Context: an optimization exercise on an open-source flow, tuned for small area and few clock cycles. The choices shown serve that exercise and are no tape-out recipe.
Where RTL was checked, it was by simulation tests only, not by an equivalence proof against the original.
Power is estimated from default activity; no workload was simulated.

Setup of old:
==> flow/design.v (excerpt) <==
module seven_bit_framed_sensor_packet_decoder (
    input  logic                i_clk,
    input  logic                i_rst_n,
    input  logic                i_cfg_we,
    input  logic [0:0]          i_cfg_addr,
    input  logic [7:0]          i_cfg_data,
    input  logic                i_in_valid,
    output logic                o_in_ready,
    input  logic [7:0]          i_rx_byte,
    output logic                o_out_valid,
    input  logic                i_out_ready,
    output logic [1:0]          o_status,
    output logic                o_packet_kind,
    output logic [3:0]          o_word_index,
    output logic signed [15:0]  o_word_value,
    output logic [3:0]          o_fraction_bits,
    output logic                o_last_flag
);
Size: about 580 cells after synthesis, about 190 flip-flops, about 0.0076 mm² of cells after synthesis.
==> module spd_ram, before the edit <==
module spd_ram (
    input  logic        i_clk,
    input  logic        i_we,
    input  logic [4:0]  i_raw,      
    input  logic [7:0]  i_wdata,
    input  logic        i_re,       
    input  logic [3:0]  i_rword,    
    output logic [15:0] o_rdata
);
    logic [7:0] r_hi [spd_pkg::STORE_WORDS];   
    logic [7:0] r_lo [spd_pkg::STORE_WORDS];   
    always_ff @(posedge i_clk) begin
        for (int k = 0; k < spd_pkg::STORE_WORDS; k++) begin
            if (i_we && i_raw == 5'((8 * (2 * k + 2) + 6) / 7 - 1)) begin
                r_hi[k] <= i_wdata;
            end
            if (i_we && i_raw == 5'((8 * (2 * k + 3) + 6) / 7 - 1)) begin
                r_lo[k] <= i_wdata;
            end
        end
    end
    logic [spd_pkg::STORE_WORDS-1:0] w_sel;
    always_comb begin
        for (int k = 0; k < spd_pkg::STORE_WORDS; k++) begin
            w_sel[k] = i_re && (i_rword == 4'(k));
        end
        o_rdata = 16'd0;
        for (int k = 0; k < spd_pkg::STORE_WORDS; k++) begin
            o_rdata = o_rdata | ({16{w_sel[k]}} & {r_hi[k], r_lo[k]});
        end
    end
endmodule
==> module seven_bit_framed_sensor_packet_decoder, before the edit <==
module seven_bit_framed_sensor_packet_decoder (
    input  logic                i_clk,
    input  logic                i_rst_n,
    input  logic                i_cfg_we,
    input  logic [0:0]          i_cfg_addr,
    input  logic [7:0]          i_cfg_data,
    input  logic                i_in_valid,
    output logic                o_in_ready,
    input  logic [7:0]          i_rx_byte,
    output logic                o_out_valid,
    input  logic                i_out_ready,
    output logic [1:0]          o_status,
    output logic                o_packet_kind,
    output logic [3:0]          o_word_index,
    output logic signed [15:0]  o_word_value,
    output logic [3:0]          o_fraction_bits,
    output logic                o_last_flag
);
    logic [7:0] r_inert_code, r_quat_code;
    logic [6:0] r_acc;       
    logic [4:0] r_raw;       
    logic [7:0] r_sum;       
    logic       r_chk;       
    logic       r_hdr_i;     
    logic       r_hdr_q;     
    logic          w_accept, w_end, w_has_dec, w_first, w_busy, w_hold;
    logic          w_act_ok, w_act_kind;
    logic [2:0]    w_sh;
    logic [7:0]    w_dec, w_sum_old;
    logic          w_chk_dec, w_chk_n, w_any;
    logic          w_hdr_i_n, w_hdr_q_n;
    logic [4:0]    w_hold_lo, w_hold_hi;
    logic [3:0]    w_rword;
    logic [15:0]   w_rdata;
    spd_pkg::t_job w_job;
    always_ff @(posedge i_clk) begin
        if (!i_rst_n) begin
            r_inert_code <= 8'd9;
            r_quat_code  <= 8'd10;
        end else if (i_cfg_we) begin
            unique case (i_cfg_addr)
                spd_pkg::CFG_INERTIAL_CODE:   r_inert_code <= i_cfg_data;
                spd_pkg::CFG_QUATERNION_CODE: r_quat_code  <= i_cfg_data;
                default: ;
            endcase
        end
    end
    always_comb begin
        w_has_dec = (r_raw[2:0] != 3'd0);
        w_first   = (r_raw == 5'd1);
        w_sh      = ~r_raw[2:0];                  
        w_dec     = 8'({r_acc, i_rx_byte[6:0]} >> w_sh);
        w_sum_old = w_first ? 8'd0 : r_sum;
        w_chk_dec = (w_sum_old == w_dec);
        w_chk_n   = w_has_dec ? w_chk_dec : r_chk;
        w_any     = (r_raw != 5'd0);              
        w_hdr_i_n = w_first ? ({r_acc, i_rx_byte[6]} == r_inert_code) : r_hdr_i;
        w_hdr_q_n = w_first ? ({r_acc, i_rx_byte[6]} == r_quat_code)  : r_hdr_q;
    end
    always_comb begin
        w_hold_lo = {w_rword, 1'b0} + 5'd2 + 5'(w_rword >= 4'd3) + 5'(w_rword >= 4'd7);
        w_hold_hi = (w_act_kind == spd_pkg::KIND_QUATERNION) ? 5'd10 : 5'd21;
        w_hold    = w_act_ok && w_has_dec && (r_raw >= w_hold_lo) && (r_raw <= w_hold_hi);
    end
    assign o_in_ready = !(w_busy && i_rx_byte[spd_pkg::END_BIT]) && !w_hold;
    assign w_accept   = i_in_valid && o_in_ready;
    assign w_end      = w_accept && i_rx_byte[spd_pkg::END_BIT];
    always_comb begin
        w_job.kind = spd_pkg::KIND_INERTIAL;
        if (!w_any || !w_chk_n) begin
            w_job.status = spd_pkg::ST_CHECKSUM;
        end else if (w_hdr_i_n) begin
            w_job.status = (r_raw == 5'd22) ? spd_pkg::ST_OK : spd_pkg::ST_LENGTH;
        end else if (w_hdr_q_n) begin
            if (r_raw == 5'd11) begin
                w_job.status = spd_pkg::ST_OK;
                w_job.kind   = spd_pkg::KIND_QUATERNION;
            end else begin
                w_job.status = spd_pkg::ST_LENGTH;
            end
        end else begin
            w_job.status = spd_pkg::ST_HEADER;
        end
    end
    always_ff @(posedge i_clk) begin
        if (!i_rst_n) begin
            r_raw <= 5'd0;
        end else if (w_end) begin
            r_raw <= 5'd0;
        end else if (w_accept) begin
            r_raw[2:0] <= r_raw[2:0] + 3'd1;
            if (r_raw[2:0] == 3'd7 && r_raw[4:3] != 2'd3) begin
                r_raw[4:3] <= r_raw[4:3] + 2'd1;
            end
        end
    end
    always_ff @(posedge i_clk) begin
        if (w_accept) begin
            r_acc   <= i_rx_byte[6:0];
            r_chk   <= w_chk_n;
            r_hdr_i <= w_hdr_i_n;
            r_hdr_q <= w_hdr_q_n;
            if (w_has_dec) begin
                r_sum <= w_sum_old + w_dec;
            end
        end
    end
    spd_ram u_ram (
        .i_clk  (i_clk),
        .i_we   (w_accept),
        .i_raw  (r_raw),
        .i_wdata(w_dec),
        .i_re   (w_act_ok),
        .i_rword(w_rword),
        .o_rdata(w_rdata)
    );
    spd_emit u_emit (
        .i_clk          (i_clk),
        .i_rst_n        (i_rst_n),
        .i_job_valid    (w_end),
        .i_job          (w_job),
        .o_busy         (w_busy),
        .o_act_ok       (w_act_ok),
        .o_act_kind     (w_act_kind),
        .o_rword        (w_rword),
        .i_rdata        (w_rdata),
        .o_out_valid    (o_out_valid),
        .i_out_ready    (i_out_ready),
        .o_status       (o_status),
        .o_packet_kind  (o_packet_kind),
        .o_word_index   (o_word_index),
        .o_word_value   (o_word_value),
        .o_fraction_bits(o_fraction_bits),
        .o_last_flag    (o_last_flag)
    );
endmodule
export LEC_CHECK = 0
export CAP_MARGIN = 20
export CORE_MARGIN = 2
export CORE_UTILIZATION = 65
export SLEW_MARGIN = 20
create_clock -name core_clock -period 5.0 [get_ports {i_clk}]
standard.sh (not shown) runs the stock make flow with config.mk's settings and CLKGATE_MAP_FILE= SYNTH_SCRIPT=/design/flow/synth_recipe.tcl, a recipe that flattens the netlist after the stock synthesis.
==> flow/flow/run.sh <==
#!/bin/bash
# Layout flow: the standard flow (standard.sh) with
#  - synthesis mapping the logic through a stronger ABC area script, without
#    ORFS's hard adder cells (flip-flops are mapped before ABC, as in the standard flow's);
#  - port buffers of the smallest buffer cell;
#  - a clock tree of clkbuf_8 leaves without dummy loads.
set -euo pipefail
here=$PWD
export BUFFER_PORTS_ARGS="-buffer_cell sky130_fd_sc_hd__buf_1"
export CTS_ARGS="-sink_clustering_enable -repair_clock_nets -dont_use_dummy_load -buf_list sky130_fd_sc_hd__clkbuf_8 -sink_clustering_size 25 -sink_clustering_max_diameter 80"
sed -e "s#SYNTH_SCRIPT=[^ ]*#SYNTH_SCRIPT=$here/flow/area_synth.tcl ADDER_MAP_FILE=#" standard.sh > area_standard.sh
bash area_standard.sh > area_standard.log 2>&1
==> flow/flow/abc_area.script <==
strash
&get -n
&fraig -x
&put
balance
rewrite
refactor
balance
rewrite
rewrite -z
balance
refactor -z
rewrite -z
balance
dc2
strash
dch -f
amap
topo
dnsize -c
==> flow/flow/area_synth.tcl <==
# The standard flow's synthesis script (synth_recipe.tcl), with ABC run on a stronger area script;
# flip-flops are mapped before ABC runs, so they are the same as the standard flow's.
proc synth {args} { yosys synth -nofsm -noshare {*}$args }
set ::area_abc_script [file join [file dirname [file normalize [info script]]] abc_area.script]

proc abc {args} {
  set i [lsearch -exact $args -script]
  if { $i >= 0 } {
    lset args [expr {$i + 1}] $::area_abc_script
  }
  set i [lsearch -exact $args -D]
  if { $i >= 0 } {
    set args [lreplace $args $i [expr {$i + 1}]]
  }
  yosys abc {*}$args
}
source $::env(SCRIPTS_DIR)/synth.tcl
# left out here: clear keep_hierarchy, flatten, clean up, hide names made inside functions, write 1_2_yosys.v
Testbench counts of old, summed over its fixed seeds: cycles 7,298.
Modified inputs, new compared to old
diff --git a/flow/design.v b/flow/design.v
--- a/flow/design.v
+++ b/flow/design.v
@@ -26,7 +26,7 @@
 module spd_ram (
     input  logic        i_clk,
     input  logic        i_we,
-    input  logic [4:0]  i_raw,      
+    input  logic [4:0]  i_waddr,    
     input  logic [7:0]  i_wdata,
     input  logic        i_re,       
     input  logic [3:0]  i_rword,    
@@ -36,10 +36,10 @@
     logic [7:0] r_lo [spd_pkg::STORE_WORDS];   
     always_ff @(posedge i_clk) begin
         for (int k = 0; k < spd_pkg::STORE_WORDS; k++) begin
-            if (i_we && i_raw == 5'((8 * (2 * k + 2) + 6) / 7 - 1)) begin
+            if (i_we && i_waddr == 5'(1 + 2 * k)) begin
                 r_hi[k] <= i_wdata;
             end
-            if (i_we && i_raw == 5'((8 * (2 * k + 3) + 6) / 7 - 1)) begin
+            if (i_we && i_waddr == 5'(2 + 2 * k)) begin
                 r_lo[k] <= i_wdata;
             end
         end
@@ -157,7 +157,8 @@
     logic [7:0]    w_dec, w_sum_old;
     logic          w_chk_dec, w_chk_n, w_any;
     logic          w_hdr_i_n, w_hdr_q_n;
-    logic [4:0]    w_hold_lo, w_hold_hi;
+    logic [4:0]    w_wslot;
+    logic          w_wstore;
     logic [3:0]    w_rword;
     logic [15:0]   w_rdata;
     spd_pkg::t_job w_job;
@@ -186,9 +187,13 @@
         w_hdr_q_n = w_first ? ({r_acc, i_rx_byte[6]} == r_quat_code)  : r_hdr_q;
     end
     always_comb begin
-        w_hold_lo = {w_rword, 1'b0} + 5'd2 + 5'(w_rword >= 4'd3) + 5'(w_rword >= 4'd7);
-        w_hold_hi = (w_act_kind == spd_pkg::KIND_QUATERNION) ? 5'd10 : 5'd21;
-        w_hold    = w_act_ok && w_has_dec && (r_raw >= w_hold_lo) && (r_raw <= w_hold_hi);
+        w_wslot  = r_raw - 5'd1 - {3'd0, r_raw[4:3]};
+        w_wstore = w_has_dec && (w_wslot != 5'd0) && (w_wslot <= 5'(spd_pkg::STORE_BYTES));
+    end
+    always_comb begin
+        w_hold = w_act_ok && w_has_dec && (w_wslot > {w_rword, 1'b0})
+              && (w_wslot <= ((w_act_kind == spd_pkg::KIND_QUATERNION) ? 5'(2 * spd_pkg::QUATERNION_WORDS)
+                                                                       : 5'(2 * spd_pkg::INERTIAL_WORDS)));
     end
     assign o_in_ready = !(w_busy && i_rx_byte[spd_pkg::END_BIT]) && !w_hold;
     assign w_accept   = i_in_valid && o_in_ready;
@@ -235,8 +240,8 @@
     end
     spd_ram u_ram (
         .i_clk  (i_clk),
-        .i_we   (w_accept),
-        .i_raw  (r_raw),
+        .i_we   (w_accept && w_wstore),
+        .i_waddr(w_wslot),
         .i_wdata(w_dec),
         .i_re   (w_act_ok),
         .i_rword(w_rword),
## What came out
Across old and new, none had a timing, DRC or antenna violation. Compared to old, new has required time of the critical path 0.09 ns lower. The highest ir drop seen on vdd in old is 0.924 times that in new. Compared old against new; clock group share of total power within noise. Sort old and new by multi-input gate share of total cell area asc -> top: old. In new relative to old, total detailed-routing wirelength had gone down by a few percent. old → new: final area picked up an extra 140 µm²; initial antenna violation count roughly the same. Looking at area added between synthesis and finish, new sits 1.4 points above old. Diff old -> new: floorplan die height saw little to no change; data arrival time of the critical path saw an increase. Summary of new over old: net switching component of the power rose by 3.6%, overall power +about 1.2%.
Function not checked in new: the RTL went through the layout flow alone.

separate check: timing with driven ports:
Ports are ideal in the flow. The routed layouts listed here were re-timed in OpenROAD. Step 1 sets driving cells, clkbuf_16 on the clock port and buf_2 on the other inputs (assumed; they add their load-dependent delay and slew). Step 2 moves the port delays by t, midway between the first and last clock arrival at a register: inputs arrive t later, outputs are due t later. That takes back most of the time a late clock gives input paths. Slacks: ideal ports / drivers / drivers and shift; pairs: ideal ports / drivers.
run	t (ns)	setup WS [ns]	hold WS [ns]
old	0.477	0.557 / 0.557 / 0.557	0.466 / 0.466 / 0.466
new	0.475	0.380 / 0.380 / 0.380	0.473 / 0.473 / 0.473
After both steps setup and hold are still met in every run listed.
